Context: an optimization exercise on an open-source flow, tuned for small area and a short achievable clock period. The choices shown serve that exercise and are no tape-out recipe. At most, simulation tests tie the RTL to the original design; equivalence was not proved. No driver is modelled on the clock port, so clocking that relies on it looks cheaper here than on a real chip. No activity file was given, so power comes from the tool's default toggle rates.

==> module bus_slave, before the edit <==
module bus_slave (
    input  logic CLK,
    input  logic RSTN,
    input  logic B_UTIL,
    input  logic B_RW,
    input  logic B_BUS_IN,
    output logic S_ACK,
    output logic S_BUS_OUT,
    output logic S_BSY
);
    logic       s_addr, s_aack, s_wdata, s_wack, s_rdata;
    logic [3:0] cnt;
    logic [7:0] addr;        
    logic       ok;          
    logic       rw;
    logic [7:0] wd;          
    logic [7:0] rd;          
    wire idle = !(s_addr || s_aack || s_wdata || s_wack || s_rdata);
    wire last = (s_addr && (cnt == 4'd15)) ||
                ((s_aack || s_wack) && (cnt[1:0] == 2'd3)) ||
                ((s_wdata || s_rdata) && (cnt[2:0] == 3'd7));
    wire e8     = (cnt == 4'd8);
    wire e12    = (cnt == 4'd12);
    wire ok_d   = s_addr ? ((ok || e8) && (B_BUS_IN ^ !e12)) : ok;
    wire aack_d = (B_UTIL && s_addr && last) || (s_aack && !last);
    wire wdata_d = (s_aack && last && ok && rw) || (B_UTIL && s_wdata && !last);
    wire wack_d = (B_UTIL && s_wdata && last) || (s_wack && !last);
    wire rdata_d = (s_aack && last && ok && !rw) || (s_rdata && !(B_UTIL && last));
    wire addr_d = B_UTIL && (idle || (s_addr && !last));
    wire inc    = (!last && (s_aack || s_wack)) ||
                  (B_UTIL && (idle || (!last && (s_addr || s_wdata || s_rdata))));
    wire stay_hi = !((s_aack && last && !ok) || (s_wack && last) || (s_rdata && last));
    wire stay_lo = (s_aack && !(last && !ok)) || (s_wack && !last) || s_rdata;
    wire bsy_d  = B_UTIL ? stay_hi : stay_lo;
    wire ack_d  = (s_wack && !last) || (s_aack && !last && ok) ||
                  (B_UTIL && ((s_wdata && last) || (s_addr && last && ok && !B_BUS_IN)));
    wire mem_we = s_wack && (cnt[1:0] == 2'd0);
    always_ff @(posedge CLK or negedge RSTN) begin
        if (!RSTN) begin
            s_addr    <= 1'b0;
            s_aack    <= 1'b0;
            s_wdata   <= 1'b0;
            s_wack    <= 1'b0;
            s_rdata   <= 1'b0;
            cnt       <= '0;
            S_BSY     <= 1'b0;
            S_ACK     <= 1'b0;
            S_BUS_OUT <= 1'b0;
        end else begin
            s_addr    <= addr_d;
            s_aack    <= aack_d;
            s_wdata   <= wdata_d;
            s_wack    <= wack_d;
            s_rdata   <= rdata_d;
            cnt       <= inc ? cnt + 4'd1 : 4'd0;
            S_BSY     <= bsy_d;
            S_ACK     <= ack_d;
            S_BUS_OUT <= s_rdata && B_UTIL && rd[cnt[2:0]];
        end
    end
    logic [2047:0] ring;     
    logic [7:0]    ph;       
    logic [7:0]    rp;       
    logic [5:0]    rlo6;     
    logic [3:0]    rhi4;
    logic [7:0]    wq;       
    logic          wpend;    
    logic [7:0]    rlo;      
    logic [3:0]    rhi;      
    logic          rcap;     
    logic          rhit;     
    logic [15:0]   wen;      
    logic [15:0]   wen_n;    
    logic          wins;     
    logic [7:0]    tq;
    logic          rcap_q, rhit_q;
    wire rwin_n = (s_addr && (cnt >= 4'd10)) || (s_aack && !cnt[1]);
    wire       wpend_n = mem_we || (wpend && !wins);
    wire [7:0] rp_n    = {rhi4 + 4'(rlo6[5:4]), rlo6[3:0]};    
    logic [7:0] tap;
    logic [7:0] grp [4];
    always_comb begin
        tap = '0;
        for (int h = 0; h < 4; h++) begin
            grp[h] = '0;
            for (int l = 0; l < 8; l++)
                grp[h] = grp[h] | ({8{rlo[l]}} & ring[64*(8*h + l) +: 8]);
            tap = tap | ({8{rhi[h]}} & grp[h]);
        end
    end
    always_ff @(posedge CLK) begin
        if (idle || (s_addr && !cnt[3])) addr <= {B_BUS_IN, addr[7:1]};
        ok <= ok_d;
        if (s_addr) rw <= B_RW;
        if (s_wdata) wd <= {B_BUS_IN, wd[7:1]};
        ph    <= ph + 8'd1;
        rlo6  <= 6'(addr[3:0]) + 6'(ph[3:0]) + 6'd3;
        rhi4  <= addr[7:4] + ph[7:4];
        rp    <= rp_n;
        wq    <= mem_we ? rp_n : wq + 8'd1;
        wpend <= wpend_n;
        rcap  <= rwin_n && (rp[2:0] == 3'd0);
        for (int i = 0; i < 8; i++) rlo[i] <= (rp[5:3] == 3'(i));
        for (int i = 0; i < 4; i++) rhi[i] <= (rp[7:6] == 2'(i));
        rhit  <= wpend && !wins && (rp == wq);
        for (int j = 0; j < 16; j++)
            wen[j] <= mem_we ? (rp == 8'(16 * j)) : (wpend && !wins && (wq == 8'(16 * j)));
        for (int j = 0; j < 16; j++)
            wen_n[j] <= !(mem_we ? (rp == 8'(16 * j)) : (wpend && !wins && (wq == 8'(16 * j))));
        wins  <= mem_we ? (rp[3:0] == 4'd0) : (wpend && !wins && (wq[3:0] == 4'd0));
        tq     <= tap;
        rcap_q <= rcap;
        rhit_q <= rhit;
        if (rcap_q) rd <= rhit_q ? wd : tq;
    end
    always_ff @(posedge CLK) begin
        for (int s = 0; s < 256; s++) begin
            if ((s % 16 == 1) && wen[s / 16])
                ring[8*s +: 4] <= wd[3:0];
            else
                ring[8*s +: 4] <= ring[8*((s + 255) % 256) +: 4];
            if ((s % 16 == 1) && !wen_n[s / 16])
                ring[8*s+4 +: 4] <= wd[7:4];
            else
                ring[8*s+4 +: 4] <= ring[8*((s + 255) % 256)+4 +: 4];
        end
    end
endmodule
Settings: LEC_CHECK=0, CAP_MARGIN=20, CORE_MARGIN=2, CORE_UTILIZATION=70, SETUP_SLACK_MARGIN=2.4, SLEW_MARGIN=20; clock period 4.0 ns.
standard.sh (not shown) runs the stock make flow with config.mk's settings and CLKGATE_MAP_FILE= SYNTH_SCRIPT=/design/flow/synth_recipe.tcl, a recipe that flattens the netlist after the stock synthesis.
==> flow/flow/run.sh <==
#!/bin/bash
# The standard layout with a faster clock tree: clock tree synthesis builds
# clkbuf_8 leaf buffers as usual, then flow/post_cts.tcl turns its root and its
# first tree level into inverters (four root inverters fed by the clock port).
set -euo pipefail
here=$(pwd)
export CTS_ARGS="-sink_clustering_enable -repair_clock_nets -sink_clustering_size 16 -sink_clustering_max_diameter 60 -buf_list {sky130_fd_sc_hd__clkbuf_8 sky130_fd_sc_hd__clkbuf_16} -root_buf sky130_fd_sc_hd__clkbuf_16 -tree_buf sky130_fd_sc_hd__clkbuf_16 -sink_clustering_buffer sky130_fd_sc_hd__clkbuf_8"
export POST_CTS_TCL="$here/flow/post_cts.tcl"
bash standard.sh > "$here/standard_flow.log" 2>&1
Other scripts of this flow, unchanged in this note and not shown: flow/flow/post_cts.tcl
Change:
--- a/flow/design.v
+++ b/flow/design.v
@@ -65,12 +65,11 @@
     logic [3:0]    rhi4;
     logic [7:0]    wq;       
     logic          wpend;    
-    logic [7:0]    rlo;      
-    logic [3:0]    rhi;      
+    logic [3:0]    rlo;      
+    logic [7:0]    rhi;      
     logic          rcap;     
     logic          rhit;     
     logic [15:0]   wen;      
-    logic [15:0]   wen_n;    
     logic          wins;     
     logic [7:0]    tq;
     logic          rcap_q, rhit_q;
@@ -78,15 +77,10 @@
     wire       wpend_n = mem_we || (wpend && !wins);
     wire [7:0] rp_n    = {rhi4 + 4'(rlo6[5:4]), rlo6[3:0]};    
     logic [7:0] tap;
-    logic [7:0] grp [4];
     always_comb begin
         tap = '0;
-        for (int h = 0; h < 4; h++) begin
-            grp[h] = '0;
-            for (int l = 0; l < 8; l++)
-                grp[h] = grp[h] | ({8{rlo[l]}} & ring[64*(8*h + l) +: 8]);
-            tap = tap | ({8{rhi[h]}} & grp[h]);
-        end
+        for (int m = 0; m < 32; m++)
+            tap = tap | ({8{rhi[m / 4] & rlo[m % 4]}} & ring[64*m +: 8]);
     end
     always_ff @(posedge CLK) begin
         if (idle || (s_addr && !cnt[3])) addr <= {B_BUS_IN, addr[7:1]};
@@ -100,13 +94,11 @@
         wq    <= mem_we ? rp_n : wq + 8'd1;
         wpend <= wpend_n;
         rcap  <= rwin_n && (rp[2:0] == 3'd0);
-        for (int i = 0; i < 8; i++) rlo[i] <= (rp[5:3] == 3'(i));
-        for (int i = 0; i < 4; i++) rhi[i] <= (rp[7:6] == 2'(i));
+        for (int i = 0; i < 4; i++) rlo[i] <= (rp[4:3] == 2'(i));
+        for (int i = 0; i < 8; i++) rhi[i] <= (rp[7:5] == 3'(i));
         rhit  <= wpend && !wins && (rp == wq);
         for (int j = 0; j < 16; j++)
             wen[j] <= mem_we ? (rp == 8'(16 * j)) : (wpend && !wins && (wq == 8'(16 * j)));
-        for (int j = 0; j < 16; j++)
-            wen_n[j] <= !(mem_we ? (rp == 8'(16 * j)) : (wpend && !wins && (wq == 8'(16 * j))));
         wins  <= mem_we ? (rp[3:0] == 4'd0) : (wpend && !wins && (wq[3:0] == 4'd0));
         tq     <= tap;
         rcap_q <= rcap;
@@ -116,13 +108,9 @@
     always_ff @(posedge CLK) begin
         for (int s = 0; s < 256; s++) begin
             if ((s % 16 == 1) && wen[s / 16])
-                ring[8*s +: 4] <= wd[3:0];
+                ring[8*s +: 8] <= wd;
             else
-                ring[8*s +: 4] <= ring[8*((s + 255) % 256) +: 4];
-            if ((s % 16 == 1) && !wen_n[s / 16])
-                ring[8*s+4 +: 4] <= wd[7:4];
-            else
-                ring[8*s+4 +: 4] <= ring[8*((s + 255) % 256)+4 +: 4];
+                ring[8*s +: 8] <= ring[8*((s + 255) % 256) +: 8];
         end
     end
 endmodule
What happened: Combinational power goes up by 38%. Area after synthesis goes down by 0.45%. Via count stays flat. Total power fell by 0.75%. Global-route usage went up by 0.13 points. Final area hardly moves. Cell count is about the same. Sequential power came out lower by about 3%. Routed wire length stays flat. Critical path depth shrinks by 6. Synthesized cell count grows by 0.46%. Sequential cell count went down by 16. Die area falls by 0.45%. Worst setup slack improved by 0.067 ns.
Only the layout flow was run in the first run of this note; the RTL was not checked for function there.

========
the reference run:
Another version of the RTL of bus_slave (not shown whole).
For scale: ~2800 cells after synthesis, roughly 2100 flip-flops, about 48000 µm² of cells after synthesis.
==> module bus_slave, before the edit <==
module bus_slave (
    input  logic CLK,
    input  logic RSTN,
    input  logic B_UTIL,
    input  logic B_RW,
    input  logic B_BUS_IN,
    output logic S_ACK,
    output logic S_BUS_OUT,
    output logic S_BSY
);
    logic       s_addr, s_aack, s_wdata, s_wack, s_rdata;
    logic [3:0] cnt;
    logic [7:0] addr;        
    logic       ok;          
    logic       rw;
    logic [7:0] wd;          
    logic [7:0] rd;          
    wire idle = !(s_addr || s_aack || s_wdata || s_wack || s_rdata);
    wire last = (s_addr && (cnt == 4'd15)) ||
                ((s_aack || s_wack) && (cnt[1:0] == 2'd3)) ||
                ((s_wdata || s_rdata) && (cnt[2:0] == 3'd7));
    wire ok_d   = s_addr ? ((ok || (cnt == 4'd8)) && (B_BUS_IN == (cnt == 4'd12))) : ok;
    wire addr_d = s_addr && B_UTIL && !last;
    wire aack_d = (s_addr && B_UTIL && last) || (s_aack && !last);
    wire wdata_d = (s_aack && last && ok && rw) || (s_wdata && B_UTIL && !last);
    wire wack_d = (s_wdata && B_UTIL && last) || (s_wack && !last);
    wire rdata_d = (s_aack && last && ok && !rw) || (s_rdata && !(B_UTIL && last));
    wire inc    = (idle && B_UTIL) ||
                  (!last && (s_aack || s_wack || ((s_addr || s_wdata || s_rdata) && B_UTIL)));
    wire mem_we = s_wack && (cnt[1:0] == 2'd0);
    always_ff @(posedge CLK or negedge RSTN) begin
        if (!RSTN) begin
            s_addr    <= 1'b0;
            s_aack    <= 1'b0;
            s_wdata   <= 1'b0;
            s_wack    <= 1'b0;
            s_rdata   <= 1'b0;
            cnt       <= '0;
            S_BSY     <= 1'b0;
            S_ACK     <= 1'b0;
            S_BUS_OUT <= 1'b0;
        end else begin
            s_addr    <= (idle && B_UTIL) || addr_d;
            s_aack    <= aack_d;
            s_wdata   <= wdata_d;
            s_wack    <= wack_d;
            s_rdata   <= rdata_d;
            cnt       <= inc ? cnt + 4'd1 : 4'd0;
            S_BSY     <= (idle && B_UTIL) || addr_d || aack_d || wdata_d || wack_d || rdata_d;
            S_ACK     <= wack_d || (aack_d && ok_d);
            S_BUS_OUT <= s_rdata && B_UTIL && rd[cnt[2:0]];
        end
    end
    logic [2047:0] ring;     
    logic [7:0]    ph;       
    logic [7:0]    rp;       
    logic [7:0]    wq;       
    logic          wpend;    
    logic [3:0]    rlo;      
    logic [7:0]    rhi;      
    logic          rcap;     
    logic          rhit;     
    logic [3:0]    whi;      
    logic [3:0]    wlo;
    logic [7:0]    tq;
    logic          rcap_q, rhit_q;
    wire rwin_n = (s_addr && (cnt >= 4'd9)) || (s_aack && !cnt[1]);
    wire       wins    = |whi;
    wire       wpend_n = mem_we || (wpend && !wins);
    wire [7:0] wsel    = mem_we ? rp : wq;       
    logic [7:0] tap;
    always_comb begin
        tap = '0;
        for (int m = 0; m < 32; m++)
            tap = tap | ({8{rhi[m / 4] & rlo[m % 4]}} & ring[64*m +: 8]);
    end
    always_ff @(posedge CLK) begin
        if (idle || (s_addr && !cnt[3])) addr <= {B_BUS_IN, addr[7:1]};
        ok <= ok_d;
        if (s_addr) rw <= B_RW;
        if (s_wdata) wd <= {B_BUS_IN, wd[7:1]};
        ph    <= ph + 8'd1;
        rp    <= addr + ph + 8'd2;
        wq    <= wsel + 8'd1;
        wpend <= wpend_n;
        rcap  <= rwin_n && (rp[2:0] == 3'd0);
        for (int i = 0; i < 4; i++) rlo[i] <= (rp[4:3] == 2'(i));
        for (int i = 0; i < 8; i++) rhi[i] <= (rp[7:5] == 3'(i));
        rhit  <= wpend && !wins && (rp == wq);
        for (int i = 0; i < 4; i++) whi[i] <= wpend_n && (wsel[3:0] == 4'd0) && (wsel[7:6] == 2'(i));
        for (int i = 0; i < 4; i++) wlo[i] <= (wsel[5:4] == 2'(i));
        tq     <= tap;
        rcap_q <= rcap;
        rhit_q <= rhit;
        if (rcap_q) rd <= rhit_q ? wd : tq;
    end
    always_ff @(posedge CLK) begin
        for (int s = 0; s < 256; s++) begin
            if ((s % 16 == 1) && whi[s / 64] && wlo[(s / 16) % 4])
                ring[8*s +: 8] <= wd;
            else
                ring[8*s +: 8] <= ring[8*((s + 255) % 256) +: 8];
        end
    end
endmodule
Settings: LEC_CHECK=0, CAP_MARGIN=20, CORE_MARGIN=2, CORE_UTILIZATION=75, SETUP_SLACK_MARGIN=2.15, SLEW_MARGIN=20; clock period 4.0 ns.
==> flow/flow/run.sh <==
#!/bin/bash
# The standard layout with a shallower clock tree: clock tree synthesis builds
# clkbuf_8 leaf buffers as usual, then flow/post_cts.tcl replaces its root and
# first tree level with four clkbuf_16 buffers fed by the clock port.
set -euo pipefail
here=$(pwd)
export CTS_ARGS="-sink_clustering_enable -repair_clock_nets -sink_clustering_size 16 -sink_clustering_max_diameter 60 -buf_list {sky130_fd_sc_hd__clkbuf_8 sky130_fd_sc_hd__clkbuf_16} -root_buf sky130_fd_sc_hd__clkbuf_16 -tree_buf sky130_fd_sc_hd__clkbuf_16 -sink_clustering_buffer sky130_fd_sc_hd__clkbuf_8"
export POST_CTS_TCL="$here/flow/post_cts.tcl"
bash standard.sh > "$here/standard_flow.log" 2>&1
Other scripts of this flow, unchanged in this note and not shown: flow/flow/post_cts.tcl
The following lists how the trial run was set up differently from the reference run:
-- flow/design.v --
<<< the reference run, line 55
    logic [7:0]    ph;       
    logic [7:0]    rp;       
    logic [7:0]    wq;       
    logic          wpend;    
>>> the trial run, line 55
    logic [7:0]    ph;       
    logic [7:0]    rp;       
    logic [5:0]    rlo6;     
    logic [3:0]    rhi4;
    logic [7:0]    wq;       
    logic          wpend;    
<<< the reference run, line 65
    logic [7:0]    tq;
    logic          rcap_q, rhit_q;
    wire rwin_n = (s_addr && (cnt >= 4'd9)) || (s_aack && !cnt[1]);
    wire       wins    = |whi;
    wire       wpend_n = mem_we || (wpend && !wins);
    wire [7:0] wsel    = mem_we ? rp : wq;       
    logic [7:0] tap;
>>> the trial run, line 67
    logic [7:0]    tq;
    logic          rcap_q, rhit_q;
    wire rwin_n = (s_addr && (cnt >= 4'd10)) || (s_aack && !cnt[1]);
    wire       wins    = |whi;
    wire       wpend_n = mem_we || (wpend && !wins);
    wire [7:0] rp_n    = {rhi4 + 4'(rlo6[5:4]), rlo6[3:0]};    
    wire [7:0] wsel    = mem_we ? rp : wq;       
    logic [7:0] tap;
<<< the reference run, line 81
        if (s_wdata) wd <= {B_BUS_IN, wd[7:1]};
        ph    <= ph + 8'd1;
        rp    <= addr + ph + 8'd2;
        wq    <= wsel + 8'd1;
        wpend <= wpend_n;
        rcap  <= rwin_n && (rp[2:0] == 3'd0);
>>> the trial run, line 84
        if (s_wdata) wd <= {B_BUS_IN, wd[7:1]};
        ph    <= ph + 8'd1;
        rlo6  <= 6'(addr[3:0]) + 6'(ph[3:0]) + 6'd3;
        rhi4  <= addr[7:4] + ph[7:4];
        rp    <= rp_n;
        wq    <= mem_we ? rp_n : wq + 8'd1;
        wpend <= wpend_n;
        rcap  <= rwin_n && (rp[2:0] == 3'd0);
## What came out
Looking at the reports, the trial run completed the entire flow and the layout it produced met the timing, design-rule and antenna checks. Changes observed in the trial run relative to the reference run: share of cell area taken by multi-input logic gates shrank by 0.32 points; unique cell type count in the Yosys netlist moved up; fmax picked up an extra 5.1%; synthesized netlist net count now larger; peak supply drop went up. Comparing the trial run and the reference run, the lower first-iteration DRC count is on the trial run.

==> port drivers added, routing unchanged <==
The results above use ideal ports. As a check the final layouts listed here were re-extracted and re-timed, cells and wires unchanged. Step 1 assumes that a clkbuf_16 drives the clock port and a buf_2 every other input. Step 2 also shifts input and output timing later by t, the mid clock arrival at the registers, as if the neighbouring blocks saw the same clock. Slacks: ideal ports / drivers / drivers and shift; pairs: ideal ports / drivers.
run	t, ns	setup slack, ns	latest minus earliest clock arrival (ns)	slew at the worst register clock pin (ns)	pins driven straight from the clock port
the first run of note 1	0.581	2.261 / 2.082 / 2.261	0.037 / 0.036	0.10 / 0.10	4
the second run of note 1	0.566	2.328 / 2.103 / 2.303	0.028 / 0.029	0.11 / 0.11	4
the reference run	0.663	2.007 / 1.959 / 1.730	0.048 / 0.048	0.10 / 0.10	4
the trial run	0.684	2.104 / 1.965 / 1.641	0.041 / 0.041	0.11 / 0.11	4
After both steps every run listed still meets setup and hold. For the trial run, which loses most, drivers alone change the setup slack by -0.139 ns; drivers and shift together by -0.463 ns.
